What follows belongs to an exercise in optimizing a design on an open flow for small area; a production flow would make more cautious choices.
RTL that was checked went through simulation tests only; none was proved equivalent to the original.
Only the layout flow was run in run 2; the RTL was not checked for function there.
Power figures rest on the tool's default switching activity, not on a simulated workload.

==> design.v <==
module prop_delay_meter #(
  parameter int CNT_W    = 16,
  parameter int TIMEOUT  = 1000,
  parameter int NBSLOPES = 7,
  parameter int NBCAPA   = 7
) (
  input  logic                  clk,
  input  logic                  rst,
  input  logic                  start_i,
  input  logic                  arc_i,
  input  logic [2:0]            slope_idx_i,
  input  logic [2:0]            capa_idx_i,
  input  logic                  stim_i,
  input  logic                  resp_i,
  input  logic                  rd_en_i,
  input  logic                  rd_arc_i,
  input  logic [2:0]            rd_slope_i,
  input  logic [2:0]            rd_capa_i,
  output logic                  busy_o,
  output logic                  done_o,
  output logic                  timeout_o,
  output logic                  err_o,
  output logic [CNT_W-1:0]      delay_o,
  output logic                  rd_valid_o,
  output logic [CNT_W-1:0]      rd_data_o
);
  function automatic int code_bits(input int n);
    int b;
    b = 1;
    for (int i = 1; i < 31; i = i + 1)
      if ((1 << i) < n) b = i + 1;
    code_bits = b;
  endfunction
  localparam int DW = code_bits(TIMEOUT + 2);
  localparam logic [DW-1:0] TMO_LAST = DW'(TIMEOUT - 1);
  localparam logic [3:0]    NS_LIM   = 4'(NBSLOPES);
  localparam logic [3:0]    NC_LIM   = 4'(NBCAPA);
  logic [1:0]    state;
  logic          arc_q;
  logic [2:0]    slope_q;
  logic [2:0]    capa_q;
  logic          stim_base;
  logic          resp_base;
  logic [DW-1:0] cnt;         
  logic [DW-1:0] dly_q;       
  logic [DW-1:0] rdd_q;       
  logic idle, wstim, wresp, store;
  assign idle  = (state == 2'b00);
  assign wstim = (state == 2'b01);
  assign wresp = (state == 2'b10);
  assign store = (state == 2'b11);
  logic start_ok, rd_ok, stim_chg, resp_chg, tmo_hit, tmo_ev, wr_ev;
  assign start_ok = ({1'b0, slope_idx_i} < NS_LIM) && ({1'b0, capa_idx_i} < NC_LIM);
  assign rd_ok    = ({1'b0, rd_slope_i}  < NS_LIM) && ({1'b0, rd_capa_i}  < NC_LIM);
  assign stim_chg = (stim_i != stim_base);
  assign resp_chg = (resp_i != resp_base);
  assign tmo_hit  = (cnt == TMO_LAST);
  assign tmo_ev   = tmo_hit && ((wstim && !stim_chg) || (wresp && !resp_chg));
  assign wr_ev    = store || tmo_ev;
  logic [DW-1:0] wdata;
  assign wdata = cnt | {DW{tmo_ev}};
  assign busy_o    = (state != 2'b00);
  assign delay_o   = {{(CNT_W-DW){&dly_q}}, dly_q};
  assign rd_data_o = {{(CNT_W-DW){&rdd_q}}, rdd_q};
  always_ff @(posedge clk) begin
    if (rst) begin
      state      <= 2'b00;
      done_o     <= 1'b0;
      timeout_o  <= 1'b0;
      err_o      <= 1'b0;
      rd_valid_o <= 1'b0;
      dly_q      <= '0;
      rdd_q      <= '0;
    end else begin
      done_o     <= store;
      timeout_o  <= tmo_ev;
      err_o      <= (idle && start_i && !start_ok) || (rd_en_i && !rd_ok);
      rd_valid_o <= rd_en_i && rd_ok;
      if (wr_ev) dly_q <= wdata;
      if (rd_en_i && rd_ok) rdd_q <= rd_mux;
      case (state)
        2'b00: if (start_i && start_ok) state <= 2'b01;
        2'b01: if (stim_chg) state <= resp_chg ? 2'b11 : 2'b10;
               else if (tmo_hit) state <= 2'b00;
        2'b10: if (resp_chg) state <= 2'b11;
               else if (tmo_hit) state <= 2'b00;
        default: state <= 2'b00;
      endcase
    end
  end
  always_ff @(posedge clk) begin
    if (idle) begin
      arc_q     <= arc_i;
      slope_q   <= slope_idx_i;
      capa_q    <= capa_idx_i;
      stim_base <= stim_i;
    end
    if (idle || (wstim && !stim_chg)) resp_base <= resp_i;
    if (idle || (wstim && stim_chg)) cnt <= '0;
    else if (!store) cnt <= cnt + 1'b1;
  end
  logic [DW-1:0] tdata;
  assign tdata = wdata | {DW{rst}};
  logic [2*NBSLOPES-1:0] rsel;
  logic [NBCAPA-1:0]     csel;
  logic [DW-1:0]         rd_mux;
  for (genvar r = 0; r < 2 * NBSLOPES; r++) begin : g_rsel
    assign rsel[r] = (rd_arc_i == 1'(r / NBSLOPES)) && (rd_slope_i == 3'(r % NBSLOPES));
  end
  for (genvar c = 0; c < NBCAPA; c++) begin : g_csel
    assign csel[c] = (rd_capa_i == 3'(c));
  end
  logic [2*NBSLOPES*NBCAPA-1:0][DW-1:0] hit;
  for (genvar a = 0; a < 2; a++) begin : g_a
    for (genvar s = 0; s < NBSLOPES; s++) begin : g_s
      for (genvar c = 0; c < NBCAPA; c++) begin : g_c
        localparam int E = (a * NBSLOPES + s) * NBCAPA + c;
        logic [DW-1:0] q;
        logic          we;
        assign we = rst || (wr_ev && arc_q == 1'(a) && slope_q == 3'(s) && capa_q == 3'(c));
        always_ff @(posedge clk) if (we) q <= tdata;
        assign hit[E] = q & {DW{rsel[a * NBSLOPES + s] & csel[c]}};
      end
    end
  end
  always_comb begin
    rd_mux = '0;
    for (int e = 0; e < 2 * NBSLOPES * NBCAPA; e++) rd_mux = rd_mux | hit[e];
  end
endmodule
==> run.sh <==
#!/bin/bash
# synth_recipe.tcl (not shown) runs the flow's synth.tcl, then flattens the netlist and writes it again
# the make line also repeats each setting of config.mk as NAME=value (left out here)
make -C /OpenROAD-flow-scripts/flow DESIGN_CONFIG=/design/flow/config.mk WORK_HOME=/design/flow/orfs CLKGATE_MAP_FILE= SYNTH_SCRIPT=/design/flow/synth_recipe.tcl finish
==> config.mk <==
export PLATFORM = sky130hd
export DESIGN_NAME = prop_delay_meter
export DESIGN_NICKNAME = prop_delay_meter
export VERILOG_FILES = /design/flow/design.v
export SDC_FILE = /design/flow/constraint.sdc
export NUM_CORES = 4
export LEC_CHECK = 0
export CAP_MARGIN = 20
export CORE_MARGIN = 2
export CORE_UTILIZATION = 40
export SLEW_MARGIN = 20
==> constraint.sdc <==
create_clock -name core_clock -period 10.0 [get_ports {clk}]
set_input_delay 2.0000 -clock core_clock [delete_from_list [all_inputs] [get_ports {clk}]]
set_output_delay 2.0000 -clock core_clock [all_outputs]
set_load 0.01 [all_outputs]
==> results.yml, run 1 <==
status:
  outcome: "complete, no violations"
setup_path:
  critPathLaunch: "rd_capa_i[0]"
  start_kind: "primary input"
  worstPathRequired_ps: 10590
  end_kind: "flop"
  crit_slowest_cell: "nor3_1"
  crit_chain: "buf_2 > buf_4 > and3b_2 > buf_4 > a22oi_1 > a21oi_1 > nor3_1 > nand3_1 > o41a_1"
  r2r_cells: 6
  r2r_end: "g_a[1].g_s[3].g_c[4].q[2]"
  r2r_setup_slack_ps: 6290
  r2r-start: "cnt[9]"
  crit_end: "rdd_q[5]"
  crit_arrival_ps: 6180
  path_max_fanout: 47
  max_stage_delay_ps: 800
  crit_top_cell: "buf_4"
  criticalPathCategory: "in -> reg"
synth:
  synth-edff-count: 989
  synth_nets: 2501
  yosysTopAreaCellShare: 0.7459
  synth-seq-cells: 1025
  synth.area.mux_share: 0.007448
  synthArstFlopShare: 0
  synth_top_family_by_area: "compound AO/OA/AOI/OAI gates"
  avgSynthCellArea_um2: 16.05
  netlist_top_cells_area: "edfxtp_1 75%, a22oi_1 3.2%, nand3_1 2.6%"
  synth_cell_types: 73
  syn_area_mm2: 0.03981
  synth-compound-area-share: 0.1192
  synth.most_common_cell: "edfxtp_1"
  ys_seq_area_frac: 0.7640
  synth_area_leader_cell: "edfxtp_1"
  synthAdderAreaFrac: 0.0003143
  synth_xor_area_frac: 0.001980
  synth_cells: 2480
  ys_warn_count: 1
  postSynth.topFlopCell: "edfxtp_1"
  synth-simple-area-share: 0.08309
  synth_commonest_cells: "989 x edfxtp_1, 207 x nand3_1, 169 x a22oi_1"
routing:
  wl_per_cell_um: 45.85
  vias: 28380
  drt_iter0_drc: 6430
  viasPerCell: 7.220
  antenna_left: 0
  drc: 0
  first_pass_iters: 10
  routed_wl_mm: 180.2
global_route:
  grt_pass1_wl_mm: 236.3
  antenna_found_initial: 13
  grt_max_degree: 84
  grt_use_total: 0.3452
  grt_pass1_vias: 25960
  overflow: 0
floorplanning:
  ioPinCount: 57
  die-height_um: 319.5
  rows: 115
  initial_core_util: 0.4039
  dieArea_mm2: 0.1021
  die_w_um: 319.5
  core_area_mm2: 0.09856
cells_and_area:
  final_util: 0.4630
  fin_nets: 2566
  multi_input_area_mm2: 0.008696
  drive_gt1_frac: 0.1299
  areaGrowthSynthToFinish_pct: 14.62
  regArea_mm2: 0.03042
  num-fill-cells: 8328
clock_tree:
  post_cts_buffers: 0
  cts_made_buffers: 103
  clockRootBuffer: "clkbuf_16"
  cts_resized: 0
  worstSkewPairLatency_ps: 700
  h-tree-depth: 3
  cts_sinks: 1025
  path_clk_slew_ps: 60
  clk_path_buf_depth: 3
  cts-hold-fix-buffers: 0
  cts_tree: "yes"
sta:
  setup-tns-final_ps: 0
  layout_setup_ws_ps: 4409
  relSlewSlack: 0.09305
  hold_slack_ps: 506.0
  slew_viol_final: 0
  min_period_ps: 5591
  finalHoldViolations: 0
  final-setup-viol-count: 0
  period_share: 0.5591
  max_freq_mhz: 178.8
  worstMarginPinSlew_ps: 1355
  rsz0062_at_grt: "false"
  finalClockSkew_ps: 32.44
power:
  p_leak_nw: 14.97
  p_total_mw: 9.927
  irDropWorstVdd_mv: 0.1995
  p_per_area_mw_per_mm2: 217.5
hold_path:
  hp-class: "reg -> reg"
placed_design:
  hpwl_mm: 109.1
  placement.io_buffers: 56
  place_congestion: 1.049
  place_ws_ps: 3997
run:
  drv_cap: 0
## worst max-delay path: cells and delay by family
family	cells	cell delay, ps
AND/OR/NAND/NOR	3	1670
buffers and inverters	3	1360
AO/OA/AOI/OAI	3	1030
## metrics by stage
step | std cells | instance area (µm²)
6_report | 3930 | 45630
5_1_grt | 3919 | 45610
4_1_cts | 3918 | 45600
3_5_place_dp | 3726 | 42180
3_3_place_gp | 3714 | 41950
2_1_floorplan | 2480 | 39810
## kinds of logic after synthesis
kind of cell,Yosys count
compound gates,620
xor+xnor,9
fa+ha+maj,1
buf+inv,209
flops,1025
mux,28
simple gates,588
## sequential cells by signal (all words and copies together) (netlist names)
name / flops
state: 2
capa_q: 3
g_a.g_s.g_c.q: 980
err_o: 1
arc_q: 1
timeout_o: 1
resp_base: 1
slope_q: 3
cnt: 10
dly_q: 10
done_o: 1
stim_base: 1
rd_valid_o: 1
rdd_q: 10
## how the worst min path moves through the flow
| stage | to | startpoint | slack [ps] | cells past startpoint |
|---|---|---|---|---|
| after global placement | dly_q[2] | dly_q[2] | 480 | 2 |
| after CTS | dly_q[8] | dly_q[8] | 490 | 2 |
| after floorplan | dly_q[9] | cnt[9] | 460 | 2 |
| final | dly_q[8] | dly_q[8] | 510 | 2 |
| after global routing | dly_q[9] | dly_q[9] | 520 | 2 |
| after detailed placement | dly_q[9] | dly_q[9] | 480 | 2 |
## where the power goes
group	internal, mW	total, mW	switching [mW]
registers	5.08	5.19	0.112
logic	0.143	0.745	0.602
clock network	2.28	3.99	1.70
## cell usage in the layout (no fill, tap or decap), types with 11 or more instances in the layout
cell type        count
edfxtp_1           989
nand3_1            207
a22oi_1            169
clkbuf_16          105
buf_4               97
nor2_1              81
a21o_1              64
nand4_1             63
o22ai_1             59
a32oi_1             57
nand2_1             49
clkdlybuf4s50_1     48
a222oi_1            44
a22o_1              40
a21oi_1             39
dfxtp_1             36
nor4_1              28
and3_1              24
clkbuf_1            23
o21bai_1            22
clkinv_1            21
nor3_1              19
a31oi_1             19
clkinv_2            17
a221oi_1            16
mux2i_1             15
or4_1               14
mux2_2              13
o21ai_0             12
bufinv_16           12
diode_2             11
## layer usage
metal  wire length (µm)  GRT usage  vias up
li1                   -          -    10410
met1              59930     0.4376    14190
met4              15220     0.2326       12
met5                133          0        -
met2              73980     0.4840     3074
met3              30920     0.1405      685
## final cells by class
class / instances / area share
Sequential cell: 1025 / 0.6666
Multi-Input combinational cell: 1246 / 0.1906
Inverter: 3 / 0.0002468
Antenna cell: 11 / 0.0006032
Clock buffer: 134 / 0.06128
Clock inverter: 58 / 0.01368
Tap cell: 1287 / 0.03529
Timing Repair Buffer: 166 / 0.03172
==> run 2, diff against run 1 <==
--- a/design.v
+++ b/design.v
@@ -24,14 +24,7 @@
   output logic                  rd_valid_o,
   output logic [CNT_W-1:0]      rd_data_o
 );
-  function automatic int code_bits(input int n);
-    int b;
-    b = 1;
-    for (int i = 1; i < 31; i = i + 1)
-      if ((1 << i) < n) b = i + 1;
-    code_bits = b;
-  endfunction
-  localparam int DW = code_bits(TIMEOUT + 2);
+  localparam int DW = $clog2(TIMEOUT + 2);
   localparam logic [DW-1:0] TMO_LAST = DW'(TIMEOUT - 1);
   localparam logic [3:0]    NS_LIM   = 4'(NBSLOPES);
   localparam logic [3:0]    NC_LIM   = 4'(NBCAPA);
==> results.yml, run 2 <==
hold_path:
  whs_path_depth: 2
  min_to: "dly_q[8]"
  hp-class: "reg -> reg"
  hold_start: "dly_q[8]"
sta:
  period_share: 0.5591
  final-setup-viol-count: 0
  relSlewSlack: 0.09305
  finalHoldViolations: 0
  slew_viol_final: 0
  rsz0062_at_grt: "false"
  setup-tns-final_ps: 0
  worstMarginPinSlew_ps: 1355
  finalClockSkew_ps: 32.44
  max_freq_mhz: 178.8
  min_period_ps: 5591
cells_and_area:
  layout_commonest_cell: "edfxtp_1"
  num-fill-cells: 8328
  fin_nets: 2566
  most-common-layout-cells: "989 x edfxtp_1, 207 x nand3_1, 169 x a22oi_1"
  drive_gt1_frac: 0.1299
  areaGrowthSynthToFinish_pct: 14.62
  regMostFlops: "g_a.g_s.g_c.q"
  final_util: 0.4630
  postLayoutCellArea_mm2: 0.04563
  stdcell_count: 3930
  largest_reg_flops: 980
routing:
  routed_wl_mm: 180.2
  drt_iter0_drc: 6430
  vias: 28380
  wl_per_cell_um: 45.85
  first_pass_iters: 10
  antenna_left: 0
  drc: 0
  viasPerCell: 7.220
setup_path:
  end_kind: "flop"
  critical_path.top_delay_family: "simple AND/OR/NAND/NOR gates"
  crit_top_cell: "buf_4"
  criticalPathCategory: "in -> reg"
  r2r_setup_slack_ps: 6290
  r2r-start: "cnt[9]"
  worstPathRequired_ps: 10590
  critPathBufInv: 3
  r2r_cells: 6
  crit_chain: "buf_2 > buf_4 > and3b_2 > buf_4 > a22oi_1 > a21oi_1 > nor3_1 > nand3_1 > o41a_1"
  crit_arrival_ps: 6180
  start_kind: "primary input"
  crit_slowest_cell: "nor3_1"
  path_max_fanout: 47
  r2r_end: "g_a[1].g_s[3].g_c[4].q[2]"
  max_stage_delay_ps: 800
placed_design:
  placement.io_buffers: 56
  place_congestion: 1.049
  dp.cells: 3726
  hpwl_mm: 109.1
  place_area_mm2: 0.04218
synth:
  synth_area_leader_cell: "edfxtp_1"
  yosysTopAreaCellShare: 0.7459
  syn_area_mm2: 0.03981
  synth_cells: 2480
  synth_commonest_cells: "989 x edfxtp_1, 207 x nand3_1, 169 x a22oi_1"
  synth_nets: 2501
  ys_seq_area_frac: 0.7640
  postSynth.topFlopCell: "edfxtp_1"
  synthArstFlopShare: 0
  synth_cell_types: 73
  ys_warn_count: 1
  synth.most_common_cell: "edfxtp_1"
  avgSynthCellArea_um2: 16.05
  synth-seq-cells: 1025
  synth-edff-count: 989
  netlist_top_cells_area: "edfxtp_1 75%, a22oi_1 3.2%, nand3_1 2.6%"
global_route:
  grt_pass1_vias: 25960
  antenna_found_initial: 13
  grt_use_total: 0.3452
  grt_max_degree: 84
  grt_pass1_wl_mm: 236.3
  overflow: 0
power:
  irDropWorstVdd_mv: 0.1995
  p_leak_nw: 14.97
  p_per_area_mw_per_mm2: 217.5
floorplanning:
  ioPinCount: 57
  die_w_um: 319.5
  rows: 115
  initial_core_util: 0.4039
  die-height_um: 319.5
  dieArea_mm2: 0.1021
  core_area_mm2: 0.09856
clock_tree:
  cts-hold-fix-buffers: 0
  post_cts_buffers: 0
  cts_sinks: 1025
  clockRootBuffer: "clkbuf_16"
  cts_tree: "yes"
  worstSkewPairLatency_ps: 700
  clk_path_buf_depth: 3
  cts_resized: 0
  path_clk_slew_ps: 60
  cts_made_buffers: 103
  h-tree-depth: 3
status:
  outcome: "complete, no violations"
run:
  drv_cap: 0
[run 2: cell counts after synthesis]
Identical to the previous run, type by type.
[run 2: metrics by stage]
step           setup WS [ps]  hold WS, ps  power (mW)
4_1_cts                 4706        494.6       9.854
3_5_place_dp            3997        477.8       5.972
5_1_grt                 4636        517.9       10.08
2_1_floorplan           5662        458.3       5.536
3_3_place_gp            3889        478.6       5.950
6_report                4409        506.0       9.927
[run 2: power breakdown]
group          switching [mW]  internal (mW)  total, mW
Sequential              0.112           5.08       5.19
Combinational           0.602          0.143      0.745
Clock                    1.70           2.28       3.99
[run 2: cell families (layout without fill, tap and decap cells)]
kind of cell	count (synthesis)	after routing	share of synthesized area
compound gates	620	620	0.1192
xor+xnor	9	9	0.001980
fa+ha+maj	1	1	0.0003142
buf+inv	209	361	0.02388
flops	1025	1025	0.7640
mux	28	28	0.007448
other cells	0	11	0
simple gates	588	588	0.08309
[run 2: metal layers]
metal	vias up	wire length, µm	track usage
met1	14190	59930	0.4376
met3	685	30920	0.1405
met4	12	15220	0.2326
li1	10410	-	-
met5	-	133	0
met2	3074	73980	0.4840
[run 2: cell type report]
class	count	area (µm²)	share of cell area
clock buffer	134	2796	0.06128
multi-input combinational	1246	8696	0.1906
sequential	1025	30420	0.6666
tap	1287	1610	0.03529
inverter	3	11.26	0.0002468
clock inverter	58	624.3	0.01368
timing repair buffer	166	1448	0.03172
antenna	11	27.53	0.0006032
[run 2: worst min-delay path: cells and delay by family (launching register included)]
kind	cells	cell delay (ps)
DFF	1	330
and+or+nand+nor	1	70
AOI/OAI and AO/OA	1	60
[run 2: worst max path at each step]
stage,start,end,slack [ps],cells past startpoint
after detailed placement,rd_capa_i[0],rdd_q[5],4000,9
final,rd_capa_i[0],rdd_q[5],4410,9
after floorplan,stim_i,g_a[0].g_s[0].g_c[0].q[0],5660,4
after CTS,rd_capa_i[0],rdd_q[5],4710,9
after global routing,rd_capa_i[0],rdd_q[5],4640,9
after global placement,stim_i,g_a[0].g_s[0].g_c[2].q[9],3890,7

==> what the ideal ports hide <==
How much do the figures lean on ideal ports? The routed layouts below were timed once more, with nothing changed but the port constraints.
Step 1 (the two cells are an assumption about what drives the block):
set clk [get_ports {clk}]
set_driving_cell -lib_cell sky130_fd_sc_hd__clkbuf_16 $clk
set_driving_cell -lib_cell sky130_fd_sc_hd__buf_2 [delete_from_list [all_inputs] $clk]
Step 2 adds t to the input delays and takes it off the output delays; t is the mean of the earliest and latest rising clock arrival at the registers after step 1. Input paths then give back, and output paths get back, about the clock's delay inside the block.
Three values: no drivers, after step 1, after step 2; two values: the first two.
| run | t (ns) | slack for setup (ns) | clock arrival spread, ns | slew at the worst register clock pin (ns) | worst slew at a driven data input, ns |
|---|---|---|---|---|---|
| run 1 | 0.757 | 4.409 / 4.454 / 3.697 | 0.034 / 0.034 | 0.07 / 0.07 | 0.06 |
| run 2 | 0.757 | 4.409 / 4.454 / 3.697 | 0.034 / 0.034 | 0.07 / 0.07 | 0.06 |
After both steps setup and hold are still met in every run listed.
